Background: an optimization exercise with open tools, aiming at a short achievable clock period and few clock cycles. Do not read the settings as production practice. Function was checked by simulation only, so behaviour that the tests miss may differ from the original. Power and IR drop assume default switching activity.

==> design/flow/design.v <==
package rv_pkg;
  localparam int XLEN = 32;
  typedef logic [XLEN-1:0] word_t;   
  typedef logic [4:0]      reg_idx_t;
  localparam word_t RESET_PC     = 32'h0000_0000;
  localparam word_t EBREAK_INSTR = 32'h0010_0073;
  localparam logic [6:0] OPC_LOAD   = 7'b000_0011;
  localparam logic [6:0] OPC_STORE  = 7'b010_0011;
  localparam logic [6:0] OPC_OP_IMM = 7'b001_0011;
  localparam logic [6:0] OPC_OP     = 7'b011_0011;
  localparam logic [6:0] OPC_LUI    = 7'b011_0111;
  localparam logic [6:0] OPC_AUIPC  = 7'b001_0111;
  localparam logic [6:0] OPC_BRANCH = 7'b110_0011;
  localparam logic [6:0] OPC_JAL    = 7'b110_1111;
  localparam logic [6:0] OPC_JALR   = 7'b110_0111;
  localparam logic [6:0] OPC_SYSTEM = 7'b111_0011;
  localparam int A_ADD = 9, A_SUB = 8, A_SLL = 7, A_SLT = 6, A_SLTU = 5,
                 A_XOR = 4, A_SRL = 3, A_SRA = 2, A_OR = 1, A_AND = 0;
  typedef logic [9:0] alu_sel_t;
  localparam int B_EQ = 5, B_NE = 4, B_LT = 3, B_GE = 2, B_LTU = 1, B_GEU = 0;
  typedef logic [5:0] br_sel_t;
  typedef enum logic [1:0] {
    C_IMM,     
    C_PCIMM,   
    C_PC4      
  } c_sel_e;
  typedef struct packed {
    logic     reg_write;   
    logic     rs1_read;
    logic     rs2_read;
    logic     use_imm;     
    alu_sel_t alu;
    logic     use_c;       
    c_sel_e   c_sel;
    logic     is_load;
    logic     is_store;
    logic     is_branch;
    br_sel_t  br;
    logic     is_jal;
    logic     is_jalr;
    logic     is_ebreak;
    logic     illegal;
  } dec_ctrl_t;
  typedef struct packed {
    word_t instr;
    word_t pc;
    word_t pnpc;     
    logic  ptaken;   
  } fq_ent_t;
endpackage
`timescale 1ns/1ps
module reg_file (
  input  logic             clk,
  input  rv_pkg::reg_idx_t rs1_idx,
  input  rv_pkg::reg_idx_t rs2_idx,
  input  rv_pkg::reg_idx_t rd_idx,
  input  logic             rd_we,
  input  rv_pkg::word_t    rd_data,
  input  rv_pkg::word_t    rd_fast_data,   
  output rv_pkg::word_t    rs1_data,
  output rv_pkg::word_t    rs2_data,
  output rv_pkg::word_t    rs1_fast         
);
  rv_pkg::word_t regs [1:31];   
  rv_pkg::word_t rs1_raw;
  always_ff @(posedge clk) begin
    if (rd_we && rd_idx != '0)
      regs[rd_idx] <= rd_data;
  end
  assign rs1_raw = (rs1_idx == '0) ? '0 : regs[rs1_idx];
  assign rs1_data = (rd_we && rd_idx == rs1_idx && rs1_idx != '0) ? rd_data : rs1_raw;
  assign rs1_fast = (rd_we && rd_idx == rs1_idx && rs1_idx != '0) ? rd_fast_data : rs1_raw;
  assign rs2_data = (rs2_idx == '0)                  ? '0 :
                    (rd_we && rd_idx == rs2_idx)     ? rd_data :
                                                       regs[rs2_idx];
endmodule
`timescale 1ns/1ps
module inst_decoder (
  input  rv_pkg::word_t     instr,
  output rv_pkg::dec_ctrl_t ctrl,
  output rv_pkg::word_t     imm,
  output rv_pkg::reg_idx_t  rs1_idx,
  output rv_pkg::reg_idx_t  rs2_idx,
  output rv_pkg::reg_idx_t  rd_idx
);
  logic [6:0] opcode;
  logic [2:0] funct3;
  logic [6:0] funct7;
  logic       alt;   
  assign opcode  = instr[6:0];
  assign funct3  = instr[14:12];
  assign funct7  = instr[31:25];
  assign rd_idx  = instr[11:7];
  assign rs1_idx = instr[19:15];
  assign rs2_idx = instr[24:20];
  assign alt     = (funct7 == 7'b010_0000);
  function automatic logic [9:0] arith_op(input logic [2:0] f3, input logic sub_sra);
    case (f3)
      3'b000:  arith_op = sub_sra ? 10'b01_0000_0000 : 10'b10_0000_0000;
      3'b001:  arith_op = 10'b00_1000_0000;
      3'b010:  arith_op = 10'b00_0100_0000;
      3'b011:  arith_op = 10'b00_0010_0000;
      3'b100:  arith_op = 10'b00_0001_0000;
      3'b101:  arith_op = sub_sra ? 10'b00_0000_0100 : 10'b00_0000_1000;
      3'b110:  arith_op = 10'b00_0000_0010;
      default: arith_op = 10'b00_0000_0001;
    endcase
  endfunction
  always_comb begin
    case (opcode)
      rv_pkg::OPC_STORE:  imm = {{21{instr[31]}}, instr[30:25], instr[11:7]};
      rv_pkg::OPC_BRANCH: imm = {{20{instr[31]}}, instr[7], instr[30:25], instr[11:8], 1'b0};
      rv_pkg::OPC_LUI,
      rv_pkg::OPC_AUIPC:  imm = {instr[31:12], 12'b0};
      rv_pkg::OPC_JAL:    imm = {{12{instr[31]}}, instr[19:12], instr[20], instr[30:21], 1'b0};
      default:            imm = {{21{instr[31]}}, instr[30:20]};   
    endcase
  end
  always_comb begin
    ctrl = '0;
    case (opcode)
      rv_pkg::OPC_OP_IMM: begin
        ctrl.reg_write = 1'b1;
        ctrl.rs1_read  = 1'b1;
        ctrl.use_imm   = 1'b1;
        ctrl.alu       = arith_op(funct3, funct3 == 3'b101 && alt);   
        if (funct3 == 3'b001)
          ctrl.illegal = (funct7 != 7'b0);
        else if (funct3 == 3'b101)
          ctrl.illegal = (funct7 != 7'b0) && !alt;
      end
      rv_pkg::OPC_OP: begin
        ctrl.reg_write = 1'b1;
        ctrl.rs1_read  = 1'b1;
        ctrl.rs2_read  = 1'b1;
        ctrl.alu       = arith_op(funct3, alt);
        ctrl.illegal   = (funct7 != 7'b0) && !(alt && (funct3 == 3'b000 || funct3 == 3'b101));
      end
      rv_pkg::OPC_LUI: begin
        ctrl.reg_write = 1'b1;
        ctrl.use_c     = 1'b1;
        ctrl.c_sel     = rv_pkg::C_IMM;
      end
      rv_pkg::OPC_AUIPC: begin
        ctrl.reg_write = 1'b1;
        ctrl.use_c     = 1'b1;
        ctrl.c_sel     = rv_pkg::C_PCIMM;
      end
      rv_pkg::OPC_JAL: begin
        ctrl.reg_write = 1'b1;
        ctrl.is_jal    = 1'b1;
        ctrl.use_c     = 1'b1;
        ctrl.c_sel     = rv_pkg::C_PC4;
      end
      rv_pkg::OPC_JALR: begin
        ctrl.reg_write = 1'b1;
        ctrl.is_jalr   = 1'b1;
        ctrl.rs1_read  = 1'b1;
        ctrl.use_imm   = 1'b1;   
        ctrl.alu[rv_pkg::A_ADD] = 1'b1;
        ctrl.use_c     = 1'b1;
        ctrl.c_sel     = rv_pkg::C_PC4;
        ctrl.illegal   = (funct3 != 3'b000);
      end
      rv_pkg::OPC_BRANCH: begin
        ctrl.is_branch = 1'b1;
        ctrl.rs1_read  = 1'b1;
        ctrl.rs2_read  = 1'b1;
        ctrl.br[rv_pkg::B_EQ]  = (funct3 == 3'b000);
        ctrl.br[rv_pkg::B_NE]  = (funct3 == 3'b001);
        ctrl.br[rv_pkg::B_LT]  = (funct3 == 3'b100);
        ctrl.br[rv_pkg::B_GE]  = (funct3 == 3'b101);
        ctrl.br[rv_pkg::B_LTU] = (funct3 == 3'b110);
        ctrl.br[rv_pkg::B_GEU] = (funct3 == 3'b111);
        ctrl.illegal   = (funct3[2:1] == 2'b01);   
      end
      rv_pkg::OPC_LOAD: begin
        ctrl.reg_write = 1'b1;
        ctrl.is_load   = 1'b1;
        ctrl.rs1_read  = 1'b1;
        ctrl.use_imm   = 1'b1;
        ctrl.alu[rv_pkg::A_ADD] = 1'b1;
        ctrl.illegal   = (funct3 != 3'b010);   
      end
      rv_pkg::OPC_STORE: begin
        ctrl.is_store  = 1'b1;
        ctrl.rs1_read  = 1'b1;
        ctrl.rs2_read  = 1'b1;
        ctrl.use_imm   = 1'b1;
        ctrl.alu[rv_pkg::A_ADD] = 1'b1;
        ctrl.illegal   = (funct3 != 3'b010);   
      end
      rv_pkg::OPC_SYSTEM: begin
        ctrl.is_ebreak = (instr == rv_pkg::EBREAK_INSTR);
        ctrl.illegal   = (instr != rv_pkg::EBREAK_INSTR);
      end
      default: ctrl.illegal = 1'b1;
    endcase
    if (ctrl.illegal) begin
      ctrl         = '0;
      ctrl.illegal = 1'b1;
    end
    if (rd_idx == '0)
      ctrl.reg_write = 1'b0;   
  end
endmodule
`timescale 1ns/1ps
module alu (
  input  rv_pkg::alu_sel_t op,
  input  rv_pkg::word_t    a,
  input  rv_pkg::word_t    b,
  output rv_pkg::word_t    result,
  output rv_pkg::word_t    sum            
);
  rv_pkg::word_t         diff;
  logic                  no_borrow;
  logic [4:0]            shamt;
  logic                  lt_s;
  logic                  lt_u;
  rv_add #(.W(rv_pkg::XLEN)) i_add (.a(a), .b(b), .cin(1'b0), .s(sum), .cout());
  rv_add #(.W(rv_pkg::XLEN)) i_sub (.a(a), .b(~b), .cin(1'b1), .s(diff), .cout(no_borrow));
  assign shamt  = b[4:0];
  assign lt_u   = !no_borrow;
  assign lt_s   = (a[rv_pkg::XLEN-1] != b[rv_pkg::XLEN-1]) ? a[rv_pkg::XLEN-1]
                                                           : diff[rv_pkg::XLEN-1];
  always_comb begin
    result = '0;
    if (op[rv_pkg::A_ADD])  result = result | sum;
    if (op[rv_pkg::A_SUB])  result = result | diff;
    if (op[rv_pkg::A_SLL])  result = result | (a << shamt);
    if (op[rv_pkg::A_SLT])  result = result | {{(rv_pkg::XLEN-1){1'b0}}, lt_s};
    if (op[rv_pkg::A_SLTU]) result = result | {{(rv_pkg::XLEN-1){1'b0}}, lt_u};
    if (op[rv_pkg::A_XOR]) result = result | (a ^ b);
    if (op[rv_pkg::A_SRL])  result = result | (a >> shamt);
    if (op[rv_pkg::A_SRA])  result = result | rv_pkg::word_t'($signed(a) >>> shamt);
    if (op[rv_pkg::A_OR])  result = result | (a | b);
    if (op[rv_pkg::A_AND]) result = result | (a & b);
  end
endmodule
module br_cond (
  input  rv_pkg::br_sel_t br,
  input  rv_pkg::word_t   a,
  input  rv_pkg::word_t   b,
  output logic            taken
);
  logic eq, lt_s, lt_u, no_borrow;
  rv_add #(.W(rv_pkg::XLEN)) i_cmp (.a(a), .b(~b), .cin(1'b1), .s(), .cout(no_borrow));
  assign eq   = (a == b);
  assign lt_u = !no_borrow;
  assign lt_s = (a[rv_pkg::XLEN-1] != b[rv_pkg::XLEN-1]) ? a[rv_pkg::XLEN-1] : lt_u;
  assign taken = (br[rv_pkg::B_EQ]  &&  eq)   || (br[rv_pkg::B_NE]  && !eq) ||
                 (br[rv_pkg::B_LT]  &&  lt_s) || (br[rv_pkg::B_GE]  && !lt_s) ||
                 (br[rv_pkg::B_LTU] &&  lt_u) || (br[rv_pkg::B_GEU] && !lt_u);
endmodule
module rv_add #(
  parameter int W = 32
) (
  input  logic [W-1:0] a,
  input  logic [W-1:0] b,
  input  logic         cin,
  output logic [W-1:0] s,
  output logic         cout
);
  localparam int L = (W <= 2) ? 1 : (W <= 4) ? 2 : (W <= 8) ? 3 : (W <= 16) ? 4 :
                     (W <= 32) ? 5 : 6;
  logic [W-1:0]     hp;        
  logic [L:0][W-1:0] g, p;     
  assign hp   = a ^ b;
  assign g[0] = (a & b) | {{(W-1){1'b0}}, hp[0] & cin};
  assign p[0] = hp;
  for (genvar l = 0; l < L; l++) begin : g_lvl
    for (genvar i = 0; i < W; i++) begin : g_bit
      if (i >= (1 << l)) begin : g_op
        assign g[l+1][i] = g[l][i] | (p[l][i] & g[l][i-(1<<l)]);
        assign p[l+1][i] = p[l][i] & p[l][i-(1<<l)];
      end else begin : g_pass
        assign g[l+1][i] = g[l][i];
        assign p[l+1][i] = p[l][i];
      end
    end
  end
  assign s    = hp ^ {g[L][W-2:0], cin};
  assign cout = g[L][W-1];
endmodule
`timescale 1ns/1ps
module hazard_unit (
  input  rv_pkg::reg_idx_t rs1_idx,
  input  rv_pkg::reg_idx_t rs2_idx,
  input  logic             rs1_read,
  input  logic             rs2_read,
  input  logic             agu,            
  input  rv_pkg::reg_idx_t ex_rd,
  input  logic             ex_reg_write,   
  input  logic             ex_load,
  input  rv_pkg::reg_idx_t mem_rd,
  input  logic             mem_reg_write,
  input  logic             mem_load,
  output logic             fwd1,           
  output logic             fwd2,
  output logic             stall
);
  logic rs1_ex, rs2_ex, rs1_mem;
  assign rs1_ex  = rs1_read && ex_reg_write  && (rs1_idx == ex_rd);
  assign rs2_ex  = rs2_read && ex_reg_write  && (rs2_idx == ex_rd);
  assign rs1_mem = rs1_read && mem_reg_write && (rs1_idx == mem_rd);
  assign fwd1 = rs1_ex;
  assign fwd2 = rs2_ex;
  assign stall = (ex_load && (rs1_ex || rs2_ex)) ||   
                 (agu && (rs1_ex || (rs1_mem && mem_load)));
endmodule
`timescale 1ns/1ps
module rv_core (
  input  logic          clk,
  input  logic          rst,
  output rv_pkg::word_t instr_addr,
  input  rv_pkg::word_t instr_data,
  output rv_pkg::word_t mem_addr,
  output rv_pkg::word_t mem_wdata,
  output logic          mem_read,
  output logic          mem_write,
  input  rv_pkg::word_t mem_rdata,
  output logic          halted,
  output logic          error
);
  localparam int QD = 3;    
  localparam int NB  = 8;    
  localparam int NBW = 3;    
  localparam int TW = 10;   
  typedef logic [TW-1:0] tag_t;
  rv_pkg::word_t pc, fa, npc, redir_tgt;
  logic          redir_v;
  logic          e_redirect;
  rv_pkg::word_t e_tgt;
  assign fa         = redir_v ? redir_tgt : pc;
  assign instr_addr = fa;
  logic [NB-1:0]                b_val;
  tag_t [NB-1:0]                b_tag;
  rv_pkg::word_t [NB-1:0]       b_tgt;
  logic [NB-1:0][1:0]           b_ctr;
  logic [NBW-1:0] b_rr;
  logic          pp_taken, pr_taken, p_taken;
  rv_pkg::word_t pp_tgt, pr_tgt, pc4, redir4, npc_p, npc_r;
  always_comb begin
    pp_taken = 1'b0;
    pp_tgt   = '0;
    pr_taken = 1'b0;
    pr_tgt   = '0;
    for (int i = 0; i < NB; i++) begin
      if (b_val[i] && b_tag[i] == pc[TW+1:2]) begin
        pp_taken = pp_taken | b_ctr[i][1];
        pp_tgt   = pp_tgt | b_tgt[i];
      end
      if (b_val[i] && b_tag[i] == redir_tgt[TW+1:2]) begin
        pr_taken = pr_taken | b_ctr[i][1];
        pr_tgt   = pr_tgt | b_tgt[i];
      end
    end
  end
  rv_add #(.W(30)) i_pc4 (.a(pc[31:2]), .b(30'd1), .cin(1'b0), .s(pc4[31:2]), .cout());
  rv_add #(.W(30)) i_rd4 (.a(redir_tgt[31:2]), .b(30'd1), .cin(1'b0), .s(redir4[31:2]), .cout());
  assign pc4[1:0]    = pc[1:0];
  assign redir4[1:0] = redir_tgt[1:0];
  assign npc_p   = pp_taken ? pp_tgt : pc4;
  assign npc_r   = pr_taken ? pr_tgt : redir4;
  assign npc     = redir_v ? npc_r : npc_p;
  assign p_taken = redir_v ? pr_taken : pp_taken;
  logic              f_inflight;
  rv_pkg::word_t     f_pc, f_pnpc;
  logic              f_ptaken;
  logic [1:0]        q_cnt;
  logic              fetch_en;
  logic              d_pop;
  assign fetch_en = ({1'b0, q_cnt} + {2'b0, f_inflight}) < QD;
  always_ff @(posedge clk) begin
    if (rst) begin
      pc         <= rv_pkg::RESET_PC;
      redir_v    <= 1'b0;
      f_inflight <= 1'b0;
    end else begin
      redir_v    <= e_redirect;
      f_inflight <= fetch_en && !e_redirect;   
      pc         <= fetch_en ? npc : fa;
    end
    redir_tgt <= e_tgt;
    f_pc      <= fa;
    f_pnpc   <= npc;
    f_ptaken <= p_taken;
  end
  rv_pkg::fq_ent_t q0, q1, q2, p0, p1, f_ent;
  logic [1:0]      qc_pop, qc_next;
  assign qc_pop  = d_pop ? q_cnt - 2'd1 : q_cnt;
  assign qc_next = qc_pop + {1'b0, f_inflight};
  assign p0      = d_pop ? q1 : q0;
  assign p1      = d_pop ? q2 : q1;
  assign f_ent   = {instr_data, f_pc, f_pnpc, f_ptaken};
  always_ff @(posedge clk) begin
    q0 <= (f_inflight && qc_pop == 2'd0) ? f_ent : p0;
    q1 <= (f_inflight && qc_pop == 2'd1) ? f_ent : p1;
    q2 <= (f_inflight && qc_pop == 2'd2) ? f_ent : q2;
    if (rst || e_redirect)
      q_cnt <= '0;
    else
      q_cnt <= qc_next;
  end
  rv_pkg::fq_ent_t   d;
  logic              d_valid;
  rv_pkg::dec_ctrl_t d_ctrl;
  rv_pkg::word_t     d_imm, d_rs1_data, d_rs2_data, d_pc4, d_pcimm, d_c;
  rv_pkg::reg_idx_t  d_rs1, d_rs2, d_rd;
  rv_pkg::word_t     d_base, d_addr;
  logic              d_f1m, d_f2m, d_stall, d_agu;
  assign d       = q0;
  assign d_valid = (q_cnt != '0);
  inst_decoder i_decoder (
    .instr(d.instr), .ctrl(d_ctrl), .imm(d_imm),
    .rs1_idx(d_rs1), .rs2_idx(d_rs2), .rd_idx(d_rd)
  );
  logic              e_valid;
  rv_pkg::dec_ctrl_t e_ctrl;
  rv_pkg::reg_idx_t  e_rd;
  logic              m_we, m_load;
  rv_pkg::reg_idx_t  m_rd;
  rv_pkg::word_t     m_res, m_data;
  assign m_data = m_load ? mem_rdata : m_res;
  assign d_agu  = d_ctrl.is_load || d_ctrl.is_store;
  reg_file i_regs (
    .clk(clk), .rs1_idx(d_rs1), .rs2_idx(d_rs2), .rd_idx(m_rd),
    .rd_we(m_we), .rd_data(m_data), .rd_fast_data(m_res),
    .rs1_data(d_rs1_data), .rs2_data(d_rs2_data), .rs1_fast(d_base)
  );
  hazard_unit i_hazard (
    .rs1_idx(d_rs1), .rs2_idx(d_rs2), .rs1_read(d_ctrl.rs1_read), .rs2_read(d_ctrl.rs2_read),
    .agu(d_agu), .ex_rd(e_rd), .ex_reg_write(e_valid && e_ctrl.reg_write),
    .ex_load(e_ctrl.is_load), .mem_rd(m_rd), .mem_reg_write(m_we), .mem_load(m_load),
    .fwd1(d_f1m), .fwd2(d_f2m), .stall(d_stall)
  );
  rv_add #(.W(rv_pkg::XLEN)) i_agu (.a(d_base), .b(d_imm), .cin(1'b0), .s(d_addr), .cout());
  rv_add #(.W(30)) i_dpc4 (.a(d.pc[31:2]), .b(30'd1), .cin(1'b0), .s(d_pc4[31:2]), .cout());
  assign d_pc4[1:0] = d.pc[1:0];
  rv_add #(.W(rv_pkg::XLEN)) i_pcimm (.a(d.pc), .b(d_imm), .cin(1'b0), .s(d_pcimm), .cout());
  always_comb begin
    if (d_agu)
      d_c = d_addr;
    else
      case (d_ctrl.c_sel)
        rv_pkg::C_IMM:   d_c = d_imm;
        rv_pkg::C_PCIMM: d_c = d_pcimm;
        default:         d_c = d_pc4;
      endcase
  end
  logic stopped, e_stop;
  assign stopped = halted || error;
  assign d_pop   = d_valid && !d_stall;
  rv_pkg::word_t e_pc, e_op1, e_opb, e_sd, e_c, e_pc4, e_pcimm, e_pnpc;
  logic          e_f1m, e_fbm, e_fsm, e_ptaken, e_rds, e_wrs;
  logic          e_m_s, e_m_t, e_m_nt;   
  rv_pkg::word_t e_tnt;                   
  logic          d_eqtgt, d_ctl;
  rv_pkg::word_t t_x, t_g, t_p;
  assign t_x = d.pc ^ d_imm ^ d.pnpc;
  assign t_g = d.pc & d_imm;
  assign t_p = d.pc | d_imm;
  assign d_eqtgt = d.ptaken && !t_x[0] &&
                   (&(t_x[31:1] ~^ (t_g[30:0] | (t_p[30:0] & t_x[30:0]))));
  assign d_ctl   = d_ctrl.is_branch || d_ctrl.is_jal || d_ctrl.is_jalr;
  always_ff @(posedge clk) begin
    e_valid  <= d_pop && !e_redirect && !e_stop && !stopped;
    e_rds    <= d_pop && !e_redirect && !e_stop && !stopped && d_ctrl.is_load;
    e_wrs    <= d_pop && !e_redirect && !e_stop && !stopped && d_ctrl.is_store;
    e_ctrl   <= d_ctrl;
    e_rd     <= d_rd;
    e_pc     <= d.pc;
    e_op1    <= d_rs1_data;
    e_opb    <= d_ctrl.use_imm ? d_imm : d_rs2_data;
    e_sd     <= d_rs2_data;
    e_c      <= d_c;
    e_pc4    <= d_pc4;
    e_pcimm  <= d_pcimm;
    e_pnpc   <= d.pnpc;
    e_ptaken <= d.ptaken;
    e_m_s    <= (d_ctrl.is_jal && !d_eqtgt) ||
                (!d_ctl && !d_ctrl.is_ebreak && !d_ctrl.illegal && d.ptaken);
    e_m_t    <= d_ctrl.is_branch && !d_eqtgt;
    e_m_nt   <= d_ctrl.is_branch && d.ptaken;
    e_tnt    <= d_ctrl.is_jal ? d_pcimm : d_pc4;
    e_f1m    <= d_f1m;
    e_fbm    <= d_f2m && !d_ctrl.use_imm;
    e_fsm    <= d_f2m;
    if (rst) begin
      e_valid <= 1'b0;
      e_rds   <= 1'b0;
      e_wrs   <= 1'b0;
    end
  end
  rv_pkg::word_t e_a, e_b, e_s, e_alu, e_sum, e_res;
  logic          e_taken, e_jalr_ok, e_ctl, e_act_taken;
  assign e_a = e_f1m ? m_res : e_op1;
  assign e_b = e_fbm ? m_res : e_opb;
  assign e_s = e_fsm ? m_res : e_sd;
  alu i_alu (
    .op(e_ctrl.alu), .a(e_a), .b(e_b), .result(e_alu), .sum(e_sum)
  );
  logic e_t_rr, e_t_mr, e_t_rm, e_t_mm;
  br_cond i_br_rr (.br(e_ctrl.br), .a(e_op1), .b(e_opb), .taken(e_t_rr));
  br_cond i_br_mr (.br(e_ctrl.br), .a(m_res), .b(e_opb), .taken(e_t_mr));
  br_cond i_br_rm (.br(e_ctrl.br), .a(e_op1), .b(m_res), .taken(e_t_rm));
  assign e_t_mm = e_ctrl.br[rv_pkg::B_EQ] || e_ctrl.br[rv_pkg::B_GE] || e_ctrl.br[rv_pkg::B_GEU];
  assign e_taken = e_f1m ? (e_fbm ? e_t_mm : e_t_mr) : (e_fbm ? e_t_rm : e_t_rr);
  assign e_res = e_ctrl.use_c ? e_c : e_alu;
  rv_pkg::word_t j_x, j_g, j_p;
  assign j_x = e_a ^ e_opb ^ e_pnpc;
  assign j_g = e_a & e_opb;
  assign j_p = e_a | e_opb;
  assign e_jalr_ok = e_ptaken && (j_x[1] == j_g[0]) &&
                     (&(j_x[31:2] ~^ (j_g[30:1] | (j_p[30:1] & j_x[30:1]))));
  assign e_ctl  = e_ctrl.is_branch || e_ctrl.is_jal || e_ctrl.is_jalr;
  assign e_stop = e_valid && (e_ctrl.is_ebreak || e_ctrl.illegal);
  assign e_act_taken = e_ctrl.is_jal || e_ctrl.is_jalr || (e_ctrl.is_branch && e_taken);
  assign e_redirect = e_valid && (e_m_s || (e_taken ? e_m_t : e_m_nt) ||
                                   (e_ctrl.is_jalr && !e_jalr_ok));
  assign e_tgt = e_ctrl.is_jalr ? {e_sum[rv_pkg::XLEN-1:1], 1'b0} :
                 e_taken        ? e_pcimm : e_tnt;
  always_ff @(posedge clk) begin
    if (rst) begin
      halted <= 1'b0;
      error  <= 1'b0;
    end else if (e_stop) begin
      halted <= e_ctrl.is_ebreak;
      error  <= e_ctrl.illegal;
    end
  end
  assign mem_addr  = {e_c[rv_pkg::XLEN-1:2], 2'b00};   
  assign mem_wdata = e_s;
  assign mem_read  = e_rds;
  assign mem_write = e_wrs;
  always_ff @(posedge clk) begin
    m_we   <= e_valid && !e_stop && e_ctrl.reg_write;
    m_load <= e_ctrl.is_load;
    m_rd   <= e_rd;
    m_res  <= e_res;
    if (rst)
      m_we <= 1'b0;
  end
  logic          u_v, u_taken, u_uncond, u_ctl;
  rv_pkg::word_t u_pc, u_tgt;
  always_ff @(posedge clk) begin
    u_v      <= e_valid && !e_stop && (e_ctl || e_ptaken);
    u_taken  <= e_act_taken;
    u_uncond <= e_ctrl.is_jal || e_ctrl.is_jalr;
    u_ctl    <= e_ctl;
    u_pc     <= e_pc;
    u_tgt    <= e_tgt;
    if (rst)
      u_v <= 1'b0;
  end
  logic                  hit;
  logic [NBW-1:0] hi;
  always_comb begin
    hit = 1'b0;
    hi  = '0;
    for (int i = 0; i < NB; i++)
      if (b_val[i] && b_tag[i] == u_pc[TW+1:2]) begin
        hit = 1'b1;
        hi  = NBW'(i);
      end
  end
  always_ff @(posedge clk) begin
    if (u_v) begin
      if (hit) begin
        if (!u_ctl)
          b_val[hi] <= 1'b0;   
        else if (u_taken) begin
          b_tgt[hi] <= u_tgt;
          b_ctr[hi] <= (u_uncond || b_ctr[hi] == 2'b11) ? 2'b11 : b_ctr[hi] + 2'b01;
        end else if (b_ctr[hi] != 2'b00)
          b_ctr[hi] <= b_ctr[hi] - 2'b01;
      end else if (u_taken) begin
        b_val[b_rr] <= 1'b1;
        b_tag[b_rr] <= u_pc[TW+1:2];
        b_tgt[b_rr] <= u_tgt;
        b_ctr[b_rr] <= u_uncond ? 2'b11 : 2'b10;
        b_rr        <= b_rr + 1'b1;
      end
    end
    if (rst) begin
      b_val <= '0;
      b_rr <= '0;
    end
  end
endmodule
==> design/flow/flow/run.sh <==
#!/bin/bash
# The standard layout (the standard.sh, standard synthesis included), with timing
# repair aiming below the clock period (setup margin) so that the achieved period is as
# short as repair can make it; repair works on the worst path only (TNS_END_PERCENT 0).
set -euo pipefail
bash standard.sh SETUP_SLACK_MARGIN=6.5 TNS_END_PERCENT=0 finish > flow_standard.log 2>&1
==> design/flow/standard.sh <==
#!/bin/bash
# synth_recipe.tcl (not shown) runs the flow's synth.tcl, then flattens the netlist and writes it again
# the make line also repeats each setting of config.mk as NAME=value (left out here)
make -C /OpenROAD-flow-scripts/flow DESIGN_CONFIG=/design/flow/config.mk WORK_HOME=/design/flow/orfs CLKGATE_MAP_FILE= SYNTH_SCRIPT=/design/flow/synth_recipe.tcl "${@:-finish}"
==> design/flow/config.mk <==
export PLATFORM = sky130hd
export DESIGN_NAME = rv_core
export DESIGN_NICKNAME = rv_core
export VERILOG_FILES = /design/flow/design.v
export SDC_FILE = /design/flow/constraint.sdc
export NUM_CORES = 4
export LEC_CHECK = 0
export CAP_MARGIN = 20
export CORE_MARGIN = 2
export CORE_UTILIZATION = 40
export SLEW_MARGIN = 20
==> design/flow/constraint.sdc <==
create_clock -name core_clock -period 10.5 [get_ports {clk}]
set_input_delay 2.1000 -clock core_clock [delete_from_list [all_inputs] [get_ports {clk}]]
set_output_delay 2.1000 -clock core_clock [all_outputs]
set_load 0.01 [all_outputs]
==> results.ini <==
[status]
status = timing/DRC/antenna clean

[power]
comb_power_share = 0.468
p_sw_mw = 16.84
ir_drop_mv = 0.2129
internal_power_mw = 22.71
p_sw_frac = 0.4258
powerDensity_nw_per_um2 = 295.8
clkPwrFrac = 0.212
p_seq_frac = 0.320
power_leakage_nw = 45.27

[clock_tree]
hold_buffers = 0
cts_root_buf = clkbuf_16
cts_tree = done
clockBufferDepth = 4
clkSinkCount = 2116
numCtsBuffers = 234
clk_latency_ns = 0.96
cts_max_level = 4
clk_pin_slew_ns = 0.07

[yosys]
synthCells = 9401
yosysUniqueCellTypes = 88
ys_seq_area_frac = 0.5039
async_flop_share = 0
synth_xor_area_frac = 0.03840
synthFlopType = edfxtp_1
synth.cell_area_um2 = 116600
synth-compound-area-share = 0.1344
synth-simple-area-share = 0.07452
synth-edff-count = 1635
synthAdderAreaFrac = 0.04526
synth_area_per_cell_um2 = 12.40
yosys-mux-area-fraction = 0.1646
synth-seq-cells = 2116
yosys_warnings = 4
synth_top_family_by_area = multiplexers

[timing]
slew_headroom = 0.1567
tightestPinTransition_ns = 1.252
min_period_ns = 5.014
finalCritPeriodShare = 0.4775
setup_violations = 0
rsz0062_at_grt = true
hold_violations = 0
slew_viol_final = 0
skew_ns = 0.1223
tns_ns = 0
fmax_mhz = 199.4

[worst_setup_path]
crit_slowest_cell = xnor2_1
arrival_ns = 5.80
slowest_delay_ns = 0.93
crit_family = simple AND/OR/NAND/NOR gates
path_cells = bufbuf_16 > mux2i_1 > ha_1 > inv_1 > nor4_1 > nand3_1 > o211ai_1 > a21o_1 > a21oi_1 > xnor2_1 > and2_1 > o21ai_0 > o211ai_1
cp_common_cell = o211ai_1
crit_type = reg2reg
start_kind = register
path_max_fanout = 19
cp.buffers_inverters = 2
worst_ep_required_time_ns = 11.29
critPathCaptureType = register

[floorplan]
initial_core_util = 0.4014
rows = 198
die_y_um = 543.8
coreArea_um2 = 290300
die_w_um = 543.8
num_io_pins = 166
floorplan.die_area_um2 = 295700

[grt]
grt_usage = 0.3143
use_met3 = 0.05957
grt_pass1_vias = 85410
grt_pass1_wl_um = 664000
grtUsageMet2 = 0.4839
grt_max_degree = 186
top_usage_layer = met2
grt_overflow = 0
antenna_found_initial = 27
grt_use_met1 = 0.4165

[drt]
ant_nets = 0
drt_iter0_markers = 12650
drt_wl_total_um = 479200
vias = 89470
via_per_inst = 6.617
firstDrtPassIters = 7
drc = 0
routedWlPerCell_um = 35.44

[finish]
final_common_cell = edfxtp_1
area_delta_synth_final_pct = 14.72
mostFrequentLayoutCells = edfxtp_1, nor2_1, mux4_2
final_area_um2 = 133700
nNetsFinal = 9866
multiInputGateArea_um2 = 55370
nFillCells = 25850
drive_gt1_frac = 0.1940
regArea_um2 = 58810

[place]
port_buffers = 163
finalWeightedCongestion = 0.9938
placedInstanceArea_um2 = 122700
hpwl_um = 315700

[worst_hold_path]
worstHoldPathType = reg2reg

[run]
drv_cap = 0

-- layer usage --
layer	vias up	part of all wire
met5	-	0.00018
met4	14	0.068
met3	1205	0.10
met2	6107	0.45
met1	45610	0.38
li1	36540	-
-- worst paths after layout --
kind / from / endpoint / slack (ns) / depth (start not counted)
setup reg to reg: e_f1m / m_res[23] / 5.49 / 13
setup / recovery: e_f1m / m_res[23] / 5.49 / 13
hold reg to reg: e_pc[9] / u_pc[9] / 0.32 / 0
hold / removal: e_pc[9] / u_pc[9] / 0.32 / 0
-- registers in the layout, summed over array words and instances (netlist names), 16 cells and up, named ones only --
register	cells
b_ctr	16
b_tag	80
b_tgt	256
e_c	32
e_ctrl	24
e_op1	32
e_opb	32
e_pcimm	32
e_pnpc	31
e_sd	32
e_tnt	32
f_pc	32
f_pnpc	32
i_regs.regs	992
m_res	32
pc	32
q0	97
q1	97
q2	97
redir_tgt	32
-- repair_timing --
action,CTS,global route
resized for setup,315,34
gates cloned,20,4
pin swaps,53,20
setup endpoints to repair,1502,1454
buffers inserted,78,10
hold endpoints to repair,0,0
-- synth_stat cells, types with 23 or more instances --
library cell | instances | share of area
o211ai_1 | 45 | 0.0029
a31oi_1 | 52 | 0.0028
and2_1 | 31 | 0.0017
nor4_1 | 41 | 0.0022
o21a_1 | 51 | 0.0033
a22o_1 | 227 | 0.017
a221oi_1 | 137 | 0.010
or3_1 | 28 | 0.0015
dfxtp_1 | 481 | 0.083
o21ai_0 | 306 | 0.013
mux2_1 | 86 | 0.0083
nand3_1 | 161 | 0.0069
a32oi_1 | 101 | 0.0076
xor2_1 | 103 | 0.0077
a21oi_1 | 461 | 0.020
xnor2_1 | 408 | 0.031
buf_2 | 34 | 0.0015
mux4_2 | 567 | 0.11
nand2_1 | 507 | 0.016
mux2i_1 | 301 | 0.026
nor2b_1 | 34 | 0.0018
nor3_1 | 120 | 0.0052
and3_1 | 59 | 0.0032
edfxtp_1 | 1635 | 0.42
ha_1 | 316 | 0.034
a211oi_1 | 172 | 0.011
nor2_1 | 643 | 0.021
a21o_1 | 59 | 0.0038
nand4_1 | 125 | 0.0067
buf_4 | 32 | 0.0021
inv_1 | 394 | 0.013
fa_1 | 66 | 0.011
o21bai_1 | 38 | 0.0024
clkbuf_1 | 551 | 0.018
buf_1 | 103 | 0.0033
a22oi_1 | 174 | 0.011
mux2_2 | 188 | 0.018
nand2b_1 | 43 | 0.0023
a2111oi_0 | 23 | 0.0017
o22ai_1 | 74 | 0.0040
a221o_1 | 115 | 0.0099
-- final cells by class --
cell class / instances / share of cell area
clock inverters: 145 / 0.01062
well taps: 3900 / 0.03650
diodes: 7 / 0.0001310
flip-flops and latches: 2116 / 0.4399
clock buffers: 288 / 0.04684
repair buffers: 512 / 0.04063
multi-input cells: 6156 / 0.4141
inverters: 398 / 0.01135
-- power by group through the flow --
stage,Combinational [mW],Clock [mW],Sequential [mW]
6_report,18.5,8.37,12.7
5_1_grt,19.4,8.75,12.7
4_1_cts,18.0,8.42,12.6
3_5_place_dp,16.4,0,12.8
3_3_place_gp,16.4,0,12.8
2_1_floorplan,11.4,0,11.3
-- stage by stage --
stage | setup WS [ns] | power, mW | hold slack (ns) | cells | utilization
after floorplan | 3.886 | 22.69 | 0.3096 | 9402 | -
after global placement | 3.763 | 29.23 | 0.3108 | 12970 | 0.4224
after detailed placement | 3.758 | 29.24 | 0.3132 | 12970 | 0.4227
after CTS | 5.638 | 39.02 | 0.3192 | 13500 | 0.4587
after global routing | 5.414 | 40.89 | 0.3308 | 13520 | 0.4605
final | 5.486 | 39.55 | 0.3242 | 13520 | 0.4605
-- cell families after synthesis --
family,after synthesis
compound gates,2212
xor+xnor,511
fa+ha+maj,382
buf+inv,1134
flops,2116
mux,1163
other cells,1
simple gates,1882
Testbench counts, summed over its fixed seeds: cycles 142,664.

-- afterwards: timing with drivers on the ports --
Ports are ideal in the flow. The routed layout listed here was re-timed in OpenROAD. Step 1, drivers: a clkbuf_16 drives clk and a buf_2 each remaining input, both assumed. Step 2, shift: input delay + t, output delay - t, t = (earliest + latest rising clock arrival at the registers) / 2. This alone moves slack from input paths to output paths. Slacks: ideal / step 1 / step 2; pairs: ideal / step 1.
shift t [ns]: 0.997
setup WS [ns]: 5.486 / 5.486 / 5.486
latest minus earliest clock arrival (ns): 0.127 / 0.127
worst slew at a driven data input, ns: 0.13
After both steps this run still meets setup and hold. The setup slack of this run moves by 0.000 ns with the drivers and by 0.000 ns with both steps.
